This design comes from an exercise in tuning for small area, a short achievable clock period and few clock cycles per item on the open sky130 flow, not from production work. Where RTL was checked, it was by simulation tests only, not by an equivalence proof against the original. Power and IR drop assume default switching activity.

// decimal_float_add_subtract
module decimal_float_add_subtract (
  input  wire logic               clk,
  input  wire logic               rst,
  input  wire logic               in_valid,
  output logic                    in_ready,
  input  wire logic               command,
  input  wire logic               a_sign,
  input  wire logic signed [10:0] a_exponent,
  input  wire logic [63:0]        a_digits,
  input  wire logic               b_sign,
  input  wire logic signed [10:0] b_exponent,
  input  wire logic [63:0]        b_digits,
  output logic                    out_valid,
  input  wire logic               out_ready,
  output logic                    result_sign,
  output logic signed [10:0]      result_exponent,
  output logic [63:0]             result_digits,
  output logic                    exponent_out_of_range
);
Size in the first run: about 4200 cells after synthesis, roughly 490 flip-flops, roughly 240 I/O pins.
clock: 16.0 ns
lec_check: 0
abc_area: 1
cap_margin: 20
core_margin: 2
core_utilization: 40
cts_cluster_diameter: 100
cts_cluster_size: 20
gpl_timing_driven: 0
slew_margin: 20
standard.sh (not shown) runs the stock make flow with config.mk's settings and CLKGATE_MAP_FILE= SYNTH_SCRIPT=/design/flow/synth_recipe.tcl, a recipe that flattens the netlist after the stock synthesis.
==> flow/flow/run.sh <==
#!/bin/bash
# Own layout flow: the standard ORFS flow (standard.sh: unchanged synthesis and
# steps, the standard flow's constraint.sdc and clock period), with two changes to how the layout
# is made: the timing repair is asked to leave extra setup slack, so the layout is
# optimised for a shorter achieved period, and the port buffers are buf_1 cells (sized up by the repair where timing needs it)
# instead of the default delay-buffer cell. Every port still gets its buffer.
# make's full output is in run_standard.log; each step's tool log is in orfs/logs/.
set -euo pipefail
bash standard.sh SETUP_SLACK_MARGIN=11.6 \
  "BUFFER_PORTS_ARGS=-buffer_cell sky130_fd_sc_hd__buf_1" finish > run_standard.log 2>&1
test -f out/final.def
Testbench counts at the start, summed over its fixed seeds: cycles 16,032, items 16,000.
Edit:
CAP_MARGIN = 0   (was 20)
GPL_TIMING_DRIVEN = not set   (was 0)
SLEW_MARGIN = 0   (was 20)
Global-route usage came out lower by 3.6 points.
Via count came out lower by 3.6%.
Worst hold slack barely changes.
Sequential share of layout area came out higher by 0.60 points.
Routed wire length came out lower by 14%.
Worst setup slack is better by 0.015 ns.
Edit:
CAP_MARGIN = 20   (was 0)
CORE_UTILIZATION = 50   (was 40)
SLEW_MARGIN = 20   (was 0)
The new run ran to the end with no violations.
Combinational power came out lower by about 2%.
Via count drops by 1.3%.
Die area goes down by 20%.
Wire length goes down by 3.5%.
Design area shrinks by 0.66%.
Worst hold slack is about the same.
Worst setup slack is worse by 0.046 ns.
Sequential share of layout area rose by 0.25 points.
Global-route usage rose by 4.4 points.
Area after synthesis stays the same.

## maple
Another version of the RTL of decimal_float_add_subtract (not shown whole).
For scale: about 4400 cells after synthesis, roughly 34000 um2 of cells after synthesis.
Settings: LEC_CHECK=0, ABC_AREA=1, CAP_MARGIN=20, CORE_MARGIN=2, CORE_UTILIZATION=40, CTS_CLUSTER_DIAMETER=110, CTS_CLUSTER_SIZE=25, SLEW_MARGIN=20; clock period 16.0 ns.
Scripts as last shown in full above: flow/flow/run.sh
maple ended with every stage complete and zero timing, DRC or antenna violations.
Setup changes, maple to zinc
--- a/flow/config.mk
+++ b/flow/config.mk
@@ -12,2 +12,2 @@
-export CTS_CLUSTER_DIAMETER = 110
-export CTS_CLUSTER_SIZE = 25
+export CTS_CLUSTER_DIAMETER = 100
+export CTS_CLUSTER_SIZE = 20
--- outcome ---
- The post-synthesis to final-layout area growth reported for zinc is greater than that of maple by 0.85 points.
- On share of final-layout standard cells stronger than drive strength 1, maple tracks zinc almost exactly.
- The higher core utilization came out of zinc.
- As far as total negative setup slack goes, zinc and maple are indistinguishable; the numbers are identical.
- Diff maple -> zinc: sequential cell count of the final layout was more or less identical; count of clock-buffer cells in the layout increased by 12 relative to the old numbers; combinational cell fraction of total power went down.
- Looking only at number of global-route vias before repair, and setting everything else aside, the lower value of zinc and maple goes to maple.
- Net switching component of the power on zinc is behind maple.
- Between maple and zinc, the routed wire length figures differ only marginally.
[inputs] harbor vs zinc
--- a/flow/config.mk
+++ b/flow/config.mk
@@ -12,2 +12,2 @@
-export CTS_CLUSTER_DIAMETER = 100
-export CTS_CLUSTER_SIZE = 20
+export CTS_CLUSTER_DIAMETER = 120
+export CTS_CLUSTER_SIZE = 30
Notes after the runs:
Utilization was lower in the run labelled harbor. Re placer's final routability congestion estimate: no difference whatsoever between harbor and zinc. harbor has number of ordinary and repair buffers in the finished layout above what zinc had. Looking at arrival time at the worst endpoint, harbor sits 0.04 ns higher than zinc does. Comparing zinc with harbor, the non-filler instance count after layout came out essentially unchanged. As of harbor, clock buffer count in the final layout had fallen by more than a quarter compared to zinc. On register-to-register slack: between zinc and harbor, it ends up lower for zinc.
No functional check of the RTL was part of any run of this note.

decimal_float_add_subtract with an RTL version that a note above also has.
Size: ~490 flip-flops, about 240 I/O pins, roughly 33000 um^2 of cells after synthesis.
Settings: LEC_CHECK=0, ABC_AREA=1, CAP_MARGIN=20, CORE_MARGIN=2, CORE_UTILIZATION=40, CTS_BUF_LIST=sky130_fd_sc_hd__clkbuf_8, CTS_CLUSTER_DIAMETER=100, CTS_CLUSTER_SIZE=20, SLEW_MARGIN=20; clock period 16.0 ns.
Scripts as last shown in full above: flow/flow/run.sh
Testbench counts at the start, summed over its fixed seeds: cycles 16,032, items 16,000.
Change:
CTS_BUF_LIST = default   (was sky130_fd_sc_hd__clkbuf_8)
CTS_CLUSTER_DIAMETER = 120   (was 100)
CTS_CLUSTER_SIZE = 30   (was 20)
=> Worst setup slack improved by 120 ps. Design area is about the same. Final cell count fell by 0.37%. Sequential cell count is unchanged. Combinational power is about the same. Power rose by about 0.8%.

## JK
decimal_float_add_subtract again, from the RTL that the note above started with.
clock: 16.0 ns
lec_check: 0
abc_area: 1
cap_margin: 20
core_margin: 2
core_utilization: 40
cts_cluster_diameter: 100
cts_cluster_size: 20
slew_margin: 20
==> flow/flow/run.sh <==
#!/bin/bash
# Own layout flow: the standard ORFS flow (standard.sh: unchanged synthesis and
# steps, the standard flow's constraint.sdc and clock period), with two changes to how the layout
# is made: the timing repair is asked to leave extra setup slack, so the layout is
# optimised for a shorter achieved period, and the port buffers are buf_1 cells (sized up by the repair where timing needs it)
# instead of the default delay-buffer cell. Every port still gets its buffer.
# make's full output is in run_standard.log; each step's tool log is in orfs/logs/.
set -euo pipefail
bash standard.sh SETUP_SLACK_MARGIN=11.75 \
  "BUFFER_PORTS_ARGS=-buffer_cell sky130_fd_sc_hd__buf_1" finish > run_standard.log 2>&1
test -f out/final.def
Testbench counts of JK, summed over its fixed seeds: cycles 16,032, items 16,000.
Input-level comparison between MS and JK:
diff --git a/flow/flow/run.sh b/flow/flow/run.sh
--- a/flow/flow/run.sh
+++ b/flow/flow/run.sh
@@ -9 +9 @@
-bash standard.sh SETUP_SLACK_MARGIN=11.75 \
+bash standard.sh SETUP_SLACK_MARGIN=11.6 \
==> summary.txt <==
Every stage of the flow completed for MS, and the final layout passed the timing, DRC and antenna checks. Total detailed-routing wirelength on MS is ahead of JK. Sequential share of cell area is lower on JK. The total routed wire length on the met1 layer reported for MS is smaller than that of JK by 140 um. JK and MS ended up with nearly the same part of the cycle the worst path needs. On multi-input combinational area share, JK and MS are basically level.

-- port drivers added, routing unchanged --
The flow's constraints put no driver on any port. The routed layouts listed below were extracted and timed again, unchanged, in two steps.
Step 1 sets driving cells, clkbuf_16 on the clock port and buf_2 on the other inputs (assumed; they add their load-dependent delay and slew).
Step 2 times the ports against the registers' clock, not the clock port: input delays grow and output delays shrink by t, the midpoint of the rising clock arrivals with the driver on.
Slacks: ideal ports / drivers / drivers and shift; pairs: ideal ports / drivers.
run	shift t [ns]	setup WS [ns]	clock arrival spread, ns
the first run of note 1	0.674	11.590 / 11.547 / 11.081	0.029 / 0.028
the second run of note 1	0.679	11.605 / 11.539 / 10.989	0.017 / 0.018
the third run of note 1	0.673	11.559 / 11.553 / 10.908	0.028 / 0.029
maple	0.659	11.620 / 11.556 / 11.248	0.033 / 0.033
zinc	0.625	11.667 / 11.602 / 11.249	0.032 / 0.031
harbor	0.657	11.628 / 11.564 / 11.234	0.036 / 0.036
the first run of note 3	0.744	11.521 / 11.461 / 11.015	0.028 / 0.028
the second run of note 3	0.643	11.638 / 11.571 / 11.011	0.035 / 0.035
JK	0.679	11.604 / 11.539 / 11.036	0.019 / 0.019
MS	0.679	11.605 / 11.539 / 10.989	0.017 / 0.018
After both steps every run listed still meets setup and hold. For the third run of note 1, which loses most, drivers alone change the setup slack by -0.006 ns; drivers and shift together by -0.651 ns.
